Background: an optimization exercise with open tools, aiming at small area and a short achievable clock period. Do not read the settings as production practice.
RTL that was checked went through simulation tests only; none was proved equivalent to the original.
The clock port is modelled as an ideal driver, which makes a skipped or thinned clock tree look cheaper than it is; a real chip needs a root buffer or a tree.
Power and IR drop assume default switching activity.

==> inputs of lagoon <==
==> flow/design.v <==
`timescale 1ns/1ps
module pccore_top (
    input  logic                      clk,
    input  logic                      arst_n,
    input  logic                      psel,
    input  logic                      penable,
    input  logic                      pwrite,
    input  logic [12-1:0]  paddr,
    input  logic [8-1:0]  pwdata,
    output logic [8-1:0]  prdata,
    output logic                      pready,
    output logic                      pslverr
);
    localparam int NS = 9;
    localparam int NB = (8 - 2);          
    logic [2:0] cnt;
    logic       setup;
    logic       map_q;                            
    logic       start;                            
    assign setup = psel && !penable;
    assign start = setup && (cnt == 3'd0 || cnt[2:1] == 2'b11);
    always_ff @(posedge clk or negedge arst_n) begin
        if (!arst_n) begin
            cnt     <= 3'd0;
            pready  <= 1'b0;
            pslverr <= 1'b0;
        end else begin
            case (cnt)
                3'd0, 3'd6, 3'd7: cnt <= setup ? 3'd1 : 3'd0;
                3'd1:             cnt <= 3'd2;
                3'd2:             cnt <= 3'd3;
                3'd3:             cnt <= map_q ? 3'd4 : 3'd0;
                3'd4:             cnt <= 3'd5;
                default:          cnt <= 3'd6;
            endcase
            pready  <= (cnt == 3'd4 && map_q) || (cnt == 3'd2 && !map_q);
            pslverr <= cnt == 3'd2 && !map_q;
        end
    end
    logic [2:0] ph;
    logic [2:0] ph_n;                             
    assign ph_n = {ph[1:0], ~ph[2]};
    logic swept;
    logic swept_n;
    assign swept_n = swept || ph == 3'b100;
    always_ff @(posedge clk or negedge arst_n) begin
        if (!arst_n) begin
            ph    <= 3'd0;
            swept <= 1'b0;
        end else begin
            ph    <= ph_n;
            swept <= swept_n;
        end
    end
    logic [2:0] code;                             
    logic       scr;                              
    logic       wwin;                             
    logic       rwin;                             
    assign code = {paddr[2] & (paddr[1] | ~paddr[0]),
                   paddr[1] & (paddr[2] |  paddr[0]),
                   paddr[0]};
    assign scr  = (paddr[7:3] == 5'd0) && (paddr[2:1] != 2'd0);
    assign wwin = start || (cnt != 3'd0 && cnt[2:1] != 2'b11);
    assign rwin = start || (cnt != 3'd0 && !cnt[2]);
    logic [NS-1:0]            hit_nq;             
    logic [8-1:0] wd_q;               
    logic                     weq_nq;             
    logic                     req0_nq;            
    logic                     req2_nq;            
    logic                     idq_q;              
    always_ff @(posedge clk or negedge arst_n) begin
        if (!arst_n) weq_nq <= 1'b1;
        else         weq_nq <= !(wwin && pwrite && scr && (code == ph_n));
    end
    always_ff @(posedge clk) begin
        for (int s = 0; s < NS; s++)
            hit_nq[s] <= paddr[11:8] != 4'(s);
        wd_q    <= pwdata;
        map_q   <= !paddr[11] || (paddr[10:8] == 3'd0) ? (paddr[7:3] == 5'd0) : 1'b0;
        req0_nq <= !(rwin && !pwrite && scr && swept_n && (code == ph_n));
        req2_nq <= !(rwin && !pwrite && scr && swept_n &&
                     (code == {ph_n[0], ~ph_n[2], ~ph_n[1]}));
        idq_q   <= start && !pwrite && (paddr[7:0] == 8'd0);
    end
    logic [8-1:0] ring [NS][NB];
    logic [2*NS-1:0]          rsel;               
    logic [2*NS-1:0]          rtap [8];  
    logic [8-1:0] rd_val;             
    for (genvar b = 0; b < 8; b++) begin : g_rd
        logic [2*NS/3-1:0] grp_n;
        for (genvar g = 0; g < 2*NS/3; g++) begin : g_grp
            pc_aoi3 u_aoi (.sel(rsel[3*g +: 3]), .d(rtap[b][3*g +: 3]), .y_n(grp_n[g]));
        end
        assign rd_val[b] = ~&grp_n;
    end
    for (genvar s = 0; s < NS; s++) begin : g_ring
        logic wsel;
        logic sel0;
        logic sel2;
        assign wsel = !(hit_nq[s] || weq_nq);
        assign sel0 = !(hit_nq[s] || req0_nq);
        assign sel2 = !(hit_nq[s] || req2_nq);
        logic [8-1:0] ring_in;
        logic keep;
        pc_oa21 u_keep (.a1(hit_nq[s]), .a2(weq_nq), .b1(swept), .y(keep));
        for (genvar b = 0; b < 8; b++) begin : g_in
            pc_ao22 u_in (.a1(wsel), .a2(wd_q[b]), .b1(keep), .b2(ring[s][0][b]), .y(ring_in[b]));
        end
        always_ff @(posedge clk) begin
            for (int k = 0; k < NB - 1; k++)
                ring[s][k] <= ring[s][k+1];
            ring[s][NB-1] <= ring_in;
        end
        assign rsel[2*s]   = sel0;
        assign rsel[2*s+1] = sel2;
        for (genvar b = 0; b < 8; b++) begin : g_tap
            assign rtap[b][2*s]   = ring[s][0][b];
            assign rtap[b][2*s+1] = ring[s][2][b];
        end
    end
    localparam logic [NS*8-1:0] ID_LO = {8'h26, 8'h1e, 8'h08, 8'h29, 8'h1d,
                                         8'h1a, 8'h1b, 8'h24, 8'h2f};
    logic [7:0] id_lo;
    always_comb begin
        id_lo = 8'h00;
        for (int s = 0; s < NS; s++)
            id_lo |= {8{!hit_nq[s]}} & ID_LO[s*8 +: 8];
    end
    always_ff @(posedge clk) begin
        prdata <= ((cnt == 3'd1) ? 8'h00 : prdata) | rd_val |
                  ({8{idq_q}} & id_lo);
    end
endmodule
module pc_ao22 (
    input  logic a1,
    input  logic a2,
    input  logic b1,
    input  logic b2,
    output logic y
);
    assign y = (a1 & a2) | (b1 & b2);
endmodule
module pc_aoi3 (
    input  logic [2:0] sel,
    input  logic [2:0] d,
    output logic       y_n
);
    assign y_n = ~|(sel & d);
endmodule
module pc_oa21 (
    input  logic a1,
    input  logic a2,
    input  logic b1,
    output logic y
);
    assign y = (a1 | a2) & b1;
endmodule
==> flow/flow/run.sh <==
#!/bin/bash
# Standard ORFS layout, with these changes:
#  - clock tree synthesis without dummy balancing loads
#  - port buffers of a small plain buffer cell instead of the tool's default pick
#  - after clock tree synthesis, the tree's branch buffers are removed and the leaf
#    buffers are split among four root buffers fed from the clock port, so every
#    register has a clock path of two buffers (flow/flatten_clock.tcl)
set -euo pipefail
here=$(pwd)
export CTS_ARGS="-sink_clustering_enable -repair_clock_nets -sink_clustering_size 30 -sink_clustering_max_diameter 100 -buf_list {sky130_fd_sc_hd__clkbuf_8 sky130_fd_sc_hd__clkbuf_16} -dont_use_dummy_load"
export BUFFER_PORTS_ARGS="-buffer_cell sky130_fd_sc_hd__buf_2"
bash standard.sh cts > standard_flow_cts.log 2>&1
export RESULTS="$here/orfs/results/$FLOW_PLATFORM/pccore_top/base"
export CLOCK_ROOTS=4
openroad -no_init -exit flow/flatten_clock.tcl > flatten_clock.log 2>&1
bash standard.sh finish > standard_flow_finish.log 2>&1
==> flow/flow/flatten_clock.tcl <==
# Reshape the clock tree made by clock tree synthesis:
#  1. its branch buffers between the root buffer and the leaf buffers are removed;
#  2. the leaf buffers are split into up to four groups by position, and each group
#     gets its own root buffer, fed straight from the clock port.
# Every register then has a clock path of two buffers: one root and one leaf buffer.
set results $::env(RESULTS)
set n_roots $::env(CLOCK_ROOTS)
read_db $results/4_cts.odb
set block [ord::get_db_block]

proc is_clkbuf {inst} {
  return [string match "sky130_fd_sc_hd__clkbuf_*" [[$inst getMaster] getName]]
}

# The root buffer is the clock buffer on the clock port's net
set clk_net [$block findNet clk]
set root ""
foreach it [$clk_net getITerms] {
  set inst [$it getInst]
  if {[is_clkbuf $inst]} { set root $inst }
}
if {$root eq ""} { error "no root clock buffer" }
set root_out [[$root findITerm X] getNet]
puts "root [$root getName] drives [$root_out getName]"

# 1. Remove branch buffers
set changed 1
while {$changed} {
  set changed 0
  foreach it [$root_out getITerms] {
    set inst [$it getInst]
    if {$inst eq $root || ![is_clkbuf $inst]} { continue }
    set out [[$inst findITerm X] getNet]
    set branch 1
    foreach l [$out getITerms] {
      set li [$l getInst]
      if {$li ne $inst && ![is_clkbuf $li]} { set branch 0 }
    }
    if {!$branch} { continue }
    puts "removing branch buffer [$inst getName] ([$out getName])"
    set loads {}
    foreach l [$out getITerms] {
      if {[$l getInst] ne $inst} { lappend loads $l }
    }
    foreach l $loads {
      $l disconnect
      $l connect $root_out
    }
    foreach t [$inst getITerms] { $t disconnect }
    odb::dbInst_destroy $inst
    odb::dbNet_destroy $out
    set changed 1
    break
  }
}

# 2. Split the leaves among n_roots root buffers
set leaves {}
foreach it [$root_out getITerms] {
  if {[$it getInst] ne $root} { lappend leaves $it }
}
proc loc_x {it} { return [lindex [[$it getInst] getLocation] 0] }
proc loc_y {it} { return [lindex [[$it getInst] getLocation] 1] }
proc by_x {a b} { return [expr {[loc_x $a] - [loc_x $b]}] }
proc by_y {a b} { return [expr {[loc_y $a] - [loc_y $b]}] }

set groups [list $leaves]
if {$n_roots >= 2} {
  set s [lsort -command by_x $leaves]
  set h [expr {[llength $s] / 2}]
  set groups [list [lrange $s 0 [expr {$h - 1}]] [lrange $s $h end]]
}
if {$n_roots >= 4} {
  set g2 {}
  foreach g $groups {
    set s [lsort -command by_y $g]
    set h [expr {[llength $s] / 2}]
    lappend g2 [lrange $s 0 [expr {$h - 1}]] [lrange $s $h end]
  }
  set groups $g2
}

set master [$root getMaster]
set k 0
foreach g $groups {
  set sx 0; set sy 0
  foreach it $g { set sx [expr {$sx + [loc_x $it]}]; set sy [expr {$sy + [loc_y $it]}] }
  set cx [expr {$sx / [llength $g]}]
  set cy [expr {$sy / [llength $g]}]
  if {$k == 0} {
    set buf $root
    set net $root_out
  } else {
    set buf [odb::dbInst_create $block $master "clkbuf_root_${k}_clk"]
    set net [odb::dbNet_create $block "clknet_root_${k}_clk"]
    $net setSigType CLOCK
    [$buf findITerm A] connect $clk_net
    [$buf findITerm X] connect $net
    foreach it $g {
      $it disconnect
      $it connect $net
    }
  }
  $buf setLocation $cx $cy
  $buf setPlacementStatus PLACED
  puts "root [$buf getName] at $cx $cy drives [llength $g] leaves"
  incr k
}

detailed_placement
check_placement -verbose
write_db $results/4_1_cts.odb
write_db $results/4_cts.odb
==> flow/standard.sh <==
#!/bin/bash
# synth_recipe.tcl (not shown) runs the flow's synth.tcl, then flattens the netlist and writes it again
# the make line also repeats each setting of config.mk as NAME=value (left out here)
make -C /OpenROAD-flow-scripts/flow DESIGN_CONFIG=/design/flow/config.mk WORK_HOME=/design/flow/orfs CLKGATE_MAP_FILE= SYNTH_SCRIPT=/design/flow/synth_recipe.tcl "${@:-finish}"
==> flow/config.mk <==
export PLATFORM = sky130hd
export DESIGN_NAME = pccore_top
export DESIGN_NICKNAME = pccore_top
export VERILOG_FILES = /design/flow/design.v
export SDC_FILE = /design/flow/constraint.sdc
export NUM_CORES = 4
export LEC_CHECK = 0
export CAP_MARGIN = 20
export CORE_MARGIN = 2
export CORE_UTILIZATION = 74
export CTS_BUF_LIST = sky130_fd_sc_hd__clkbuf_8 sky130_fd_sc_hd__clkbuf_16
export CTS_CLUSTER_DIAMETER = 100
export CTS_CLUSTER_SIZE = 30
export SETUP_SLACK_MARGIN = 3.16
export SLEW_MARGIN = 20
export SYNTH_HIERARCHICAL = 1
export SYNTH_MINIMUM_KEEP_SIZE = 0
==> flow/constraint.sdc <==
create_clock -name core_clock -period 5.0 [get_ports {clk}]
set_input_delay 1.0000 -clock core_clock [delete_from_list [all_inputs] [get_ports {clk}]]
set_output_delay 1.0000 -clock core_clock [all_outputs]
set_load 0.01 [all_outputs]
==> harbor: changes against lagoon <==
CORE_UTILIZATION = 70   (was 74)
SETUP_SLACK_MARGIN = 3.22   (was 3.16)
==> willow: changes against lagoon <==
--- a/flow/design.v
+++ b/flow/design.v
@@ -70,6 +70,2 @@
     logic                     idq_q;              
-    always_ff @(posedge clk or negedge arst_n) begin
-        if (!arst_n) weq_nq <= 1'b1;
-        else         weq_nq <= !(wwin && pwrite && scr && (code == ph_n));
-    end
     always_ff @(posedge clk) begin
@@ -79,2 +75,3 @@
         map_q   <= !paddr[11] || (paddr[10:8] == 3'd0) ? (paddr[7:3] == 5'd0) : 1'b0;
+        weq_nq  <= !(wwin && pwrite && scr && (code == ph_n));
         req0_nq <= !(rwin && !pwrite && scr && swept_n && (code == ph_n));
@@ -104,3 +101,3 @@
         logic keep;
-        pc_oa21 u_keep (.a1(hit_nq[s]), .a2(weq_nq), .b1(swept), .y(keep));
+        assign keep = swept && !wsel;
         for (genvar b = 0; b < 8; b++) begin : g_in
@@ -149,9 +146 @@
 endmodule
-module pc_oa21 (
-    input  logic a1,
-    input  logic a2,
-    input  logic b1,
-    output logic y
-);
-    assign y = (a1 | a2) & b1;
-endmodule
==> flow/run.sh (new file) <==
#!/bin/bash
# synth_recipe.tcl (not shown) runs the flow's synth.tcl, then flattens the netlist and writes it again
# the make line also repeats each setting of config.mk as NAME=value (left out here)
make -C /OpenROAD-flow-scripts/flow DESIGN_CONFIG=/design/flow/config.mk WORK_HOME=/design/flow/orfs CLKGATE_MAP_FILE= SYNTH_SCRIPT=/design/flow/synth_recipe.tcl finish
CORE_UTILIZATION = 82   (was 74)
SETUP_SLACK_MARGIN = 3.2   (was 3.16)
removed: flow/flow/run.sh
removed: flow/flow/flatten_clock.tcl
removed: flow/standard.sh
==> results.yml <==
drt:
  wl_met3_mm: 1.84
  wl_met2_mm: 11.3
  detail_route.wl_per_cell_microns: 23.9
worst_setup_path:
  path_buf_inv: 1
  startpoint: "paddr[0]"
  endpoint_kind: "register"
  required_ns: 5.24
  r2r-start: "req2_nq$_DFF_P_"
sta:
  finalClockSkew_ns: 0.0337
  worst_slack_ns: 3.14
  finalSetupViolCount: 0
global_routing:
  globalRouteMet1Util: 0.406
final_layout:
  seq_area_frac: 0.754
  finalInstanceArea_sq_um: 12600
  layout.cells.non_filler: 1013
synthesis:
  synth_compound_area_frac: 0.120
  ys_types: 44
power:
  switchingPower_w: 0.00111
  combPwrFrac: 0.018
worst_hold_path:
  hold_class: "reg2reg"
status:
  outcome: "finished clean"
# the run above: harbor

==> results.yml <==
sta:
  worst_slew_pin_slew_ns: 0.772
  worst_slack_ns: 3.14
worst_setup_path:
  r2r-start: "req0_nq$_DFF_P_"
  path_depth: 5
  endpoint_kind: "register"
  startpoint: "req0_nq$_DFF_P_"
  path_buf_inv: 1
  required_ns: 5.23
final_layout:
  finalInstanceArea_sq_um: 12500
  layout.cells.non_filler: 982
drt:
  detail_route.wl_per_cell_microns: 26.7
  wl_met3_mm: 2.27
  wl_met2_mm: 12.6
synthesis:
  ys_types: 44
  synth_compound_area_frac: 0.120
global_routing:
  globalRouteMet1Util: 0.424
status:
  outcome: "finished clean"
worst_hold_path:
  hold_class: "reg2reg"
# the run above: lagoon

==> results.yml <==
synthesis:
  ys_types: 42
  yosys.area_share.simple: 0.0498
  synth_compound_area_frac: 0.114
  ys_ff_latch: 471
placed_design:
  gp_congestion: 0.902
  dp.cells: 949
status:
  tool.error: "[ERROR DPL-0033] detailed placement checks failed during check placement."
  haltStage: "clock tree synthesis"
  outcome: "aborted with a tool error"
floorplanning:
  die_w_microns: 122
# the run above: willow

For willow, only the layout was checked, not whether the RTL still works.

-- what the ideal ports hide --
How much do the figures lean on ideal ports? The routed layouts below were timed once more, with nothing changed but the port constraints.
Step 1, drivers: a clkbuf_16 drives clk and a buf_2 each remaining input, both assumed.
Step 2 also shifts input and output timing later by t, the mid clock arrival at the registers, as if the neighbouring blocks saw the same clock.
Slacks: ideal / step 1 / step 2; pairs: ideal / step 1.
run | t, ns | setup WS [ns] | worst setup path after step 2
lagoon | 0.410 | 3.139 / 3.066 / 2.870 | input to register
harbor | 0.413 | 3.143 / 3.058 / 2.803 | input to register
After both steps setup and hold are still met in every run listed. For harbor, which loses most, drivers alone change the setup slack by -0.085 ns; drivers and shift together by -0.340 ns.
